This design comes from an exercise in tuning for small area and a short achievable clock period on the open sky130 flow, not from production work. At most, simulation tests tie the RTL to the original design; equivalence was not proved. No activity file was given, so power comes from the tool's default toggle rates.

==> trial 9 <==
## uyvy_to_rgb_pair_converter
module uyvy_to_rgb_pair_converter (
    input  logic        i_clk,
    input  logic        i_rst_n,
    input  logic        start,
    output logic        busy,
    input  logic [7:0]  i_cb_sample,
    input  logic [7:0]  i_luma_first,
    input  logic [7:0]  i_cr_sample,
    input  logic [7:0]  i_luma_second,
    output logic        o_valid,
    output logic [15:0] o_red_first,
    output logic [15:0] o_green_first,
    output logic [15:0] o_blue_first,
    output logic [15:0] o_red_second,
    output logic [15:0] o_green_second,
    output logic [15:0] o_blue_second
);
==> module uyvy2rgb_clamp, before the edit <==
module uyvy2rgb_clamp (
    input  logic [7:0]                   i_luma,
    input  logic [8:0]                   i_hi,
    input  logic [7:0]                   i_lo,
    output logic [uyvy2rgb_pkg::OW-1:0]  o_chan
);
    logic [7:0] n_sum;
    logic [7:0] n_lim;
    logic       n_low;
    logic       n_high;
    assign n_sum  = i_luma + i_hi[7:0];
    assign n_lim  = ~i_hi[7:0];
    assign n_low  = ~i_hi[8] & (i_luma <= n_lim);
    assign n_high = i_hi[8] & (i_luma >= n_lim);
    assign o_chan[15:8] = n_low ? 8'h00 : (n_high ? 8'hff : n_sum);
    assign o_chan[7:0]  = (n_low | n_high) ? 8'h00 : i_lo;
endmodule
Settings: LEC_CHECK=0, CAP_MARGIN=20, CORE_MARGIN=2, CORE_UTILIZATION=55, SETUP_SLACK_MARGIN=1.5, SLEW_MARGIN=20; clock period 5.5 ns.
standard.sh (not shown) runs the stock make flow with config.mk's settings and CLKGATE_MAP_FILE= SYNTH_SCRIPT=/design/flow/synth_recipe.tcl, a recipe that flattens the netlist after the stock synthesis.
==> flow/flow/run.sh <==
#!/bin/bash
# Own layout flow: the standard ORFS flow (standard.sh), with the input
# and output port buffers made from a plain buffer cell instead of the
# resizer's default choice. Everything else is the standard flow.
# The full make output goes to flow_make.log in the work folder; ORFS keeps
# each step's own log under orfs/logs/.
set -euo pipefail
export BUFFER_PORTS_ARGS="-buffer_cell sky130_fd_sc_hd__buf_1"
bash standard.sh finish > flow_make.log 2>&1
==> trial 94 (differences from trial 9) <==
--- a/flow/design.v
+++ b/flow/design.v
@@ -278,14 +278,15 @@
     input  logic [7:0]                   i_lo,
     output logic [uyvy2rgb_pkg::OW-1:0]  o_chan
 );
+    logic       n_carry;
     logic [7:0] n_sum;
-    logic [7:0] n_lim;
+    logic       n_all_prop;
     logic       n_low;
     logic       n_high;
-    assign n_sum  = i_luma + i_hi[7:0];
-    assign n_lim  = ~i_hi[7:0];
-    assign n_low  = ~i_hi[8] & (i_luma <= n_lim);
-    assign n_high = i_hi[8] & (i_luma >= n_lim);
+    assign {n_carry, n_sum} = {1'b0, i_luma} + {1'b0, i_hi[7:0]};
+    assign n_all_prop = &(i_luma ^ i_hi[7:0]);
+    assign n_low  = ~i_hi[8] & ~n_carry;
+    assign n_high = i_hi[8] & (n_carry | n_all_prop);
     assign o_chan[15:8] = n_low ? 8'h00 : (n_high ? 8'hff : n_sum);
     assign o_chan[7:0]  = (n_low | n_high) ? 8'h00 : i_lo;
 endmodule
--- a/flow/config.mk
+++ b/flow/config.mk
@@ -8,5 +8,6 @@
 export CAP_MARGIN = 20
 export CORE_MARGIN = 2
 export CORE_UTILIZATION = 55
+export CTS_BUF_LIST = sky130_fd_sc_hd__clkbuf_8
 export SETUP_SLACK_MARGIN = 1.5
 export SLEW_MARGIN = 20
==> build 20 (differences from trial 9) <==
--- a/flow/design.v
+++ b/flow/design.v
@@ -278,14 +278,15 @@
     input  logic [7:0]                   i_lo,
     output logic [uyvy2rgb_pkg::OW-1:0]  o_chan
 );
+    logic       n_carry;
     logic [7:0] n_sum;
-    logic [7:0] n_lim;
+    logic       n_all_prop;
     logic       n_low;
     logic       n_high;
-    assign n_sum  = i_luma + i_hi[7:0];
-    assign n_lim  = ~i_hi[7:0];
-    assign n_low  = ~i_hi[8] & (i_luma <= n_lim);
-    assign n_high = i_hi[8] & (i_luma >= n_lim);
+    assign {n_carry, n_sum} = {1'b0, i_luma} + {1'b0, i_hi[7:0]};
+    assign n_all_prop = &(i_luma ^ i_hi[7:0]);
+    assign n_low  = ~i_hi[8] & ~n_carry;
+    assign n_high = i_hi[8] & (n_carry | n_all_prop);
     assign o_chan[15:8] = n_low ? 8'h00 : (n_high ? 8'hff : n_sum);
     assign o_chan[7:0]  = (n_low | n_high) ? 8'h00 : i_lo;
 endmodule
--- a/flow/config.mk
+++ b/flow/config.mk
@@ -7,6 +7,6 @@
 export LEC_CHECK = 0
 export CAP_MARGIN = 20
 export CORE_MARGIN = 2
-export CORE_UTILIZATION = 55
+export CORE_UTILIZATION = 70
 export SETUP_SLACK_MARGIN = 1.5
 export SLEW_MARGIN = 20
==> summary.txt <==
outcome=timing/DRC/antenna clean; seq pwr=approximately 1.1 mW; CORE AREA=17200 µm²; Avg Cell Area, Syn=8.04 µm²; Worst IR Drop VDD=0.339 mV; Achievable Freq=245 MHz; Layout clock buffers=9; Hold Path End=u_k.o_data[0]
the above is filed under trial 9

==> summary.txt <==
outcome=timing/DRC/antenna clean; Clock Skews=0.0101 ns; seq pwr=~1.1 mW; Pre-antenna DRT Iters=7; Worst IR Drop VDD=0.241 mV; Initial Util=72.3%; Avg Cell Area, Syn=roughly 8 µm²; Layout clock buffers=10; Achievable Freq=about 260 MHz; Hold Path End=u_k.o_data[13]; CORE AREA=13300 µm²
the above is filed under build 20

==> summary.txt <==
Layout clock buffers=9; CORE AREA=17200 µm²; seq pwr=between 1 and 1.5 mW; Avg Cell Area, Syn=around 8 µm²; Achievable Freq=262 MHz; Hold Path End=u_k.o_data[10]; outcome=timing/DRC/antenna clean
the above is filed under trial 94

For trial 9, only the layout was checked, not whether the RTL still works.

* * *

==> inputs of trial 10 <==
uyvy_to_rgb_pair_converter, a different RTL version from the one above (not shown whole).
Design uyvy_to_rgb_pair_converter, start of the top module:
module uyvy_to_rgb_pair_converter (
    input  logic        i_clk,
    input  logic        i_rst_n,
    input  logic        start,
    output logic        busy,
    input  logic [7:0]  i_cb_sample,
    input  logic [7:0]  i_luma_first,
    input  logic [7:0]  i_cr_sample,
    input  logic [7:0]  i_luma_second,
    output logic        o_valid,
    output logic [15:0] o_red_first,
    output logic [15:0] o_green_first,
    output logic [15:0] o_blue_first,
    output logic [15:0] o_red_second,
    output logic [15:0] o_green_second,
    output logic [15:0] o_blue_second
);
clock: 5.5 ns
lec_check: 0
cap_margin: 20
core_margin: 2
core_utilization: 40
slew_margin: 20
Scripts as last shown in full above: flow/flow/run.sh
==> build 1 (differences from trial 10) <==
--- a/flow/design.v
+++ b/flow/design.v
@@ -2,18 +2,15 @@
     localparam int unsigned OW = 16;
     localparam logic [OW-1:0] FULL_SCALE = 16'd65280;
 endpackage
 module uyvy2rgb_mul (
     input  logic [7:0]  i_cb_sample,
     input  logic [7:0]  i_cr_sample,
     output logic [16:0] o_red_k,
-    output logic [7:0] o_green_lo,
-    output logic        o_green_c,
-    output logic [9:0] o_green_s,
-    output logic [9:0] o_green_t,
+    output logic [16:0] o_green_k,
     output logic [16:0] o_blue_k
 );
     logic [7:0] cb;
     logic [7:0] cr;
     assign cb = i_cb_sample;
     assign cr = i_cr_sample;
     logic [3:0] a_red_0;
@@ -191,24 +188,17 @@
     assign r_green_c0 = {r_green_m0[23:0], 1'b0};
     logic [24:0] r_green_s1;
     logic [24:0] r_green_m1;
     logic [24:0] r_green_c1;
     assign r_green_s1 = r_green_s0 ^ r_green_c0 ^ {1'b0, t_green_3};
     assign r_green_m1 = (r_green_s0 & r_green_c0) | (r_green_s0 & {1'b0, t_green_3}) | (r_green_c0 & {1'b0, t_green_3});
     assign r_green_c1 = {r_green_m1[23:0], 1'b0};
-    logic [24:0] q_green_s;
-    logic [24:0] q_green_t;
-    assign q_green_s = r_green_s1;
-    assign q_green_t = r_green_c1;
-    logic [15:0] n_green_lo;
-    assign n_green_lo = {1'b0, q_green_s[14:0]} + {1'b0, q_green_t[14:0]};
-    assign o_green_lo = n_green_lo[14:7];
-    assign o_green_c = n_green_lo[15];
-    assign o_green_s = q_green_s[24:15];
-    assign o_green_t = q_green_t[24:15];
+    logic [24:0] n_green;
+    assign n_green = r_green_s1 + r_green_c1;
+    assign o_green_k = n_green[23:7];
     logic [3:0] a_blue_0;
     logic [23:0] t_blue_0;
     assign a_blue_0 = cb[3:0];
     assign t_blue_0[0] = (a_blue_0[0] & ~a_blue_0[1] & ~a_blue_0[2] & ~a_blue_0[3]) | (a_blue_0[0] & a_blue_0[1] & ~a_blue_0[2] & ~a_blue_0[3]) | (a_blue_0[0] & ~a_blue_0[1] & a_blue_0[2] & ~a_blue_0[3]) | (a_blue_0[0] & a_blue_0[1] & a_blue_0[2] & ~a_blue_0[3]) | (a_blue_0[0] & ~a_blue_0[1] & ~a_blue_0[2] & a_blue_0[3]) | (a_blue_0[0] & a_blue_0[1] & ~a_blue_0[2] & a_blue_0[3]) | (a_blue_0[0] & ~a_blue_0[1] & a_blue_0[2] & a_blue_0[3]) | (a_blue_0[0] & a_blue_0[1] & a_blue_0[2] & a_blue_0[3]);
     assign t_blue_0[1] = (~a_blue_0[0] & a_blue_0[1] & ~a_blue_0[2] & ~a_blue_0[3]) | (a_blue_0[0] & a_blue_0[1] & ~a_blue_0[2] & ~a_blue_0[3]) | (~a_blue_0[0] & a_blue_0[1] & a_blue_0[2] & ~a_blue_0[3]) | (a_blue_0[0] & a_blue_0[1] & a_blue_0[2] & ~a_blue_0[3]) | (~a_blue_0[0] & a_blue_0[1] & ~a_blue_0[2] & a_blue_0[3]) | (a_blue_0[0] & a_blue_0[1] & ~a_blue_0[2] & a_blue_0[3]) | (~a_blue_0[0] & a_blue_0[1] & a_blue_0[2] & a_blue_0[3]) | (a_blue_0[0] & a_blue_0[1] & a_blue_0[2] & a_blue_0[3]);
     assign t_blue_0[2] = (~a_blue_0[0] & ~a_blue_0[1] & a_blue_0[2] & ~a_blue_0[3]) | (a_blue_0[0] & ~a_blue_0[1] & a_blue_0[2] & ~a_blue_0[3]) | (~a_blue_0[0] & a_blue_0[1] & a_blue_0[2] & ~a_blue_0[3]) | (a_blue_0[0] & a_blue_0[1] & a_blue_0[2] & ~a_blue_0[3]) | (~a_blue_0[0] & ~a_blue_0[1] & a_blue_0[2] & a_blue_0[3]) | (a_blue_0[0] & ~a_blue_0[1] & a_blue_0[2] & a_blue_0[3]) | (~a_blue_0[0] & a_blue_0[1] & a_blue_0[2] & a_blue_0[3]) | (a_blue_0[0] & a_blue_0[1] & a_blue_0[2] & a_blue_0[3]);
     assign t_blue_0[3] = (~a_blue_0[0] & ~a_blue_0[1] & ~a_blue_0[2] & ~a_blue_0[3]) | (a_blue_0[0] & ~a_blue_0[1] & ~a_blue_0[2] & ~a_blue_0[3]) | (~a_blue_0[0] & a_blue_0[1] & ~a_blue_0[2] & ~a_blue_0[3]) | (a_blue_0[0] & a_blue_0[1] & ~a_blue_0[2] & ~a_blue_0[3]) | (~a_blue_0[0] & ~a_blue_0[1] & a_blue_0[2] & ~a_blue_0[3]) | (a_blue_0[0] & ~a_blue_0[1] & a_blue_0[2] & ~a_blue_0[3]) | (~a_blue_0[0] & a_blue_0[1] & a_blue_0[2] & ~a_blue_0[3]) | (a_blue_0[0] & a_blue_0[1] & a_blue_0[2] & ~a_blue_0[3]);
@@ -278,28 +268,56 @@
             o_valid <= 1'b0;
         end else begin
             o_valid <= i_valid;
         end
         o_data <= i_data;
     end
 endmodule
-module uyvy2rgb_clamp #(
-    parameter int unsigned HW = 9
+module uyvy2rgb_clamp (
+    input  logic [7:0]                   i_luma,
+    input  logic [8:0]                   i_hi,
+    input  logic [7:0]                   i_lo,
+    output logic [uyvy2rgb_pkg::OW-1:0]  o_chan
+);
+    logic       n_carry;
+    logic [7:0] n_sum;
+    logic       n_all_prop;
+    logic       n_low;
+    logic       n_high;
+    assign {n_carry, n_sum} = {1'b0, i_luma} + {1'b0, i_hi[7:0]};
+    assign n_all_prop = &(i_luma ^ i_hi[7:0]);
+    assign n_low  = ~i_hi[8] & ~n_carry;
+    assign n_high = i_hi[8] & (n_carry | n_all_prop);
+    assign o_chan[15:8] = n_low ? 8'h00 : (n_high ? 8'hff : n_sum);
+    assign o_chan[7:0]  = (n_low | n_high) ? 8'h00 : i_lo;
+endmodule
+module uyvy2rgb_clamp_cs #(
+    parameter int unsigned HW = 10
 ) (
     input  logic [7:0]                   i_luma,
     input  logic [HW-1:0]                i_hi_a,
     input  logic [HW-1:0]                i_hi_b,
     input  logic                         i_hi_c,
     input  logic [7:0]                   i_lo,
     output logic [uyvy2rgb_pkg::OW-1:0]  o_chan
 );
+    logic [10:0] n_x;
+    logic [10:0] n_y;
+    logic [10:0] n_z;
+    logic [10:0] n_s;
+    logic [10:0] n_m;
     logic [10:0] n_h;
     logic        n_low;
     logic        n_high;
-    assign n_h = 11'(i_luma) + 11'(i_hi_a) + 11'(i_hi_b) + 11'(i_hi_c);
+    assign n_x = 11'(i_luma);
+    assign n_y = 11'(i_hi_a);
+    assign n_z = 11'(i_hi_b);
+    assign n_s = n_x ^ n_y ^ n_z;
+    assign n_m = (n_x & n_y) | (n_x & n_z) | (n_y & n_z);
+    assign n_h = n_s + {n_m[9:0], 1'b0} + 11'(i_hi_c);
     assign n_low  = (n_h < 11'd256);
     assign n_high = (n_h >= 11'd511);
     assign o_chan[15:8] = n_low ? 8'h00 : (n_high ? 8'hff : n_h[7:0]);
     assign o_chan[7:0]  = (n_low | n_high) ? 8'h00 : i_lo;
 endmodule
 module uyvy_to_rgb_pair_converter (
     input  logic        i_clk,
@@ -324,22 +342,16 @@
     logic [7:0]  y0;
     logic [7:0]  cr;
     logic [7:0]  y1;
     logic [7:0]  q_y0;
     logic [7:0]  q_y1;
     logic [16:0] n_red_k;
     logic [16:0] q_red_k;
-    logic [7:0] n_green_lo;
-    logic [7:0] q_green_lo;
-    logic        n_green_c;
-    logic        q_green_c;
-    logic [9:0] n_green_s;
-    logic [9:0] q_green_s;
-    logic [9:0] n_green_t;
-    logic [9:0] q_green_t;
+    logic [16:0] n_green_k;
+    logic [16:0] q_green_k;
     logic [16:0] n_blue_k;
     logic [16:0] q_blue_k;
     assign busy   = ~i_rst_n;
     assign accept = start & ~busy;
     uyvy2rgb_acc #(.W(32)) u_in (
         .i_clk   (i_clk),
         .i_rst_n (i_rst_n),
@@ -348,70 +360,55 @@
         .o_valid (v_in),
         .o_data  ({cb, y0, cr, y1})
     );
     uyvy2rgb_mul u_mul (
         .i_cb_sample (cb),
         .i_cr_sample (cr),
         .o_red_k (n_red_k),
-        .o_green_lo (n_green_lo),
-        .o_green_c (n_green_c),
-        .o_green_s (n_green_s),
-        .o_green_t (n_green_t),
+        .o_green_k (n_green_k),
         .o_blue_k (n_blue_k)
     );
-    uyvy2rgb_acc #(.W(79)) u_k (
+    uyvy2rgb_acc #(.W(67)) u_k (
         .i_clk   (i_clk),
         .i_rst_n (i_rst_n),
         .i_valid (v_in),
-        .i_data  ({n_red_k, n_green_lo, n_green_c, n_green_s, n_green_t, n_blue_k, y0, y1}),
+        .i_data  ({n_red_k, n_green_k, n_blue_k, y0, y1}),
         .o_valid (o_valid),
-        .o_data  ({q_red_k, q_green_lo, q_green_c, q_green_s, q_green_t, q_blue_k, q_y0, q_y1})
+        .o_data  ({q_red_k, q_green_k, q_blue_k, q_y0, q_y1})
     );
-    uyvy2rgb_clamp #(.HW(9)) u_r0 (
+    uyvy2rgb_clamp u_r0 (
         .i_luma (q_y0),
-        .i_hi_a (q_red_k[16:8]),
-        .i_hi_b (9'd0),
-        .i_hi_c (1'b0),
+        .i_hi   (q_red_k[16:8]),
         .i_lo   (q_red_k[7:0]),
         .o_chan (o_red_first)
     );
-    uyvy2rgb_clamp #(.HW(10)) u_g0 (
+    uyvy2rgb_clamp u_g0 (
         .i_luma (q_y0),
-        .i_hi_a (q_green_s),
-        .i_hi_b (q_green_t),
-        .i_hi_c (q_green_c),
-        .i_lo   (q_green_lo),
+        .i_hi   (q_green_k[16:8]),
+        .i_lo   (q_green_k[7:0]),
         .o_chan (o_green_first)
     );
-    uyvy2rgb_clamp #(.HW(9)) u_b0 (
+    uyvy2rgb_clamp u_b0 (
         .i_luma (q_y0),
-        .i_hi_a (q_blue_k[16:8]),
-        .i_hi_b (9'd0),
-        .i_hi_c (1'b0),
+        .i_hi   (q_blue_k[16:8]),
         .i_lo   (q_blue_k[7:0]),
         .o_chan (o_blue_first)
     );
-    uyvy2rgb_clamp #(.HW(9)) u_r1 (
+    uyvy2rgb_clamp u_r1 (
         .i_luma (q_y1),
-        .i_hi_a (q_red_k[16:8]),
-        .i_hi_b (9'd0),
-        .i_hi_c (1'b0),
+        .i_hi   (q_red_k[16:8]),
         .i_lo   (q_red_k[7:0]),
         .o_chan (o_red_second)
     );
-    uyvy2rgb_clamp #(.HW(10)) u_g1 (
+    uyvy2rgb_clamp u_g1 (
         .i_luma (q_y1),
-        .i_hi_a (q_green_s),
-        .i_hi_b (q_green_t),
-        .i_hi_c (q_green_c),
-        .i_lo   (q_green_lo),
+        .i_hi   (q_green_k[16:8]),
+        .i_lo   (q_green_k[7:0]),
         .o_chan (o_green_second)
     );
-    uyvy2rgb_clamp #(.HW(9)) u_b1 (
+    uyvy2rgb_clamp u_b1 (
         .i_luma (q_y1),
-        .i_hi_a (q_blue_k[16:8]),
-        .i_hi_b (9'd0),
-        .i_hi_c (1'b0),
+        .i_hi   (q_blue_k[16:8]),
         .i_lo   (q_blue_k[7:0]),
         .o_chan (o_blue_second)
     );
 endmodule
- CORE_UTILIZATION: 40 -> 55
- SETUP_SLACK_MARGIN: not set -> 1.2
==> qor summary <==
Area share of fa/ha/maj cells after synthesis: trial 10 23.3%; build 1 22.0%
Status: trial 10 complete, no violations; build 1 complete, no violations
Global-route wire length before repair: trial 10 46,100 um; build 1 38,500 um
Gate count of the mapped netlist: trial 10 1,282; build 1 1,202
Critical path class: trial 10 flip-flop to output pin; build 1 flip-flop to flip-flop
Most common cell in the netlist: trial 10 sky130_fd_sc_hd__nand2_1; build 1 sky130_fd_sc_hd__a21oi_1
Peak supply drop: trial 10 0.338 mV; build 1 0.317 mV
Post-place instance area: trial 10 11,000 um^2; build 1 10,300 um^2
Sw power: trial 10 2.78 mW; build 1 2.30 mW
Plain + repair buffers: trial 10 145; build 1 153
Simple-Gate Fraction of Synth Area: trial 10 15.8%; build 1 16.6%
Final HPWL from detailed placement: trial 10 23,700 um; build 1 19,800 um
Xor/xnor share of the synthesized area: trial 10 8.49%; build 1 9.88%
Slack of the critical path: trial 10 0.275 ns; build 1 1.45 ns
Hold_ws: trial 10 0.329 ns; build 1 0.328 ns
Average instance area after synthesis: trial 10 7.95 um^2; build 1 8.03 um^2
Instance count on the critical path: trial 10 11; build 1 15
Reg-to-reg startpoint: trial 10 u_in.o_data[25]$_DFF_P_; build 1 u_in.o_data[27]$_DFF_P_
Clock Skews: trial 10 0.0102 ns; build 1 0.0155 ns
Minimum clock period: trial 10 5.22 ns; build 1 4.05 ns
Initial core utilization: trial 10 40.6%; build 1 56.0%
Overall die height: trial 10 164 um; build 1 136 um
Internal power component: trial 10 2.75 mW; build 1 2.54 mW
The RTL of trial 10 was laid out without a check of its function.

[static timing again, ports no longer ideal]
The flow's constraints put no driver on any port. The routed layouts listed below were extracted and timed again, unchanged, in two steps. Step 1 assumes that a clkbuf_16 drives the clock port and a buf_2 every other input. Step 2 times the ports against the registers' clock, not the clock port: input delays grow and output delays shrink by t, the midpoint of the rising clock arrivals with the driver on. Slacks: ideal / step 1 / step 2; pairs: ideal / step 1.
run | shift t [ns] | slack for setup (ns) | hold slack, ns | clock arrival spread, ns
trial 9 | 0.411 | 1.412 / 1.412 / 1.412 | 0.322 / 0.322 / 0.322 | 0.013 / 0.014
trial 94 | 0.441 | 1.688 / 1.674 / 1.688 | 0.336 / 0.336 / 0.336 | 0.017 / 0.017
build 20 | 0.404 | 1.587 / 1.587 / 1.587 | 0.328 / 0.328 / 0.328 | 0.011 / 0.011
trial 10 | 0.404 | 0.275 / 0.229 / 0.633 | 0.329 / 0.329 / 0.329 | 0.010 / 0.010
build 1 | 0.407 | 1.449 / 1.431 / 1.449 | 0.328 / 0.328 / 0.328 | 0.018 / 0.018
After both steps setup and hold are still met in every run listed.
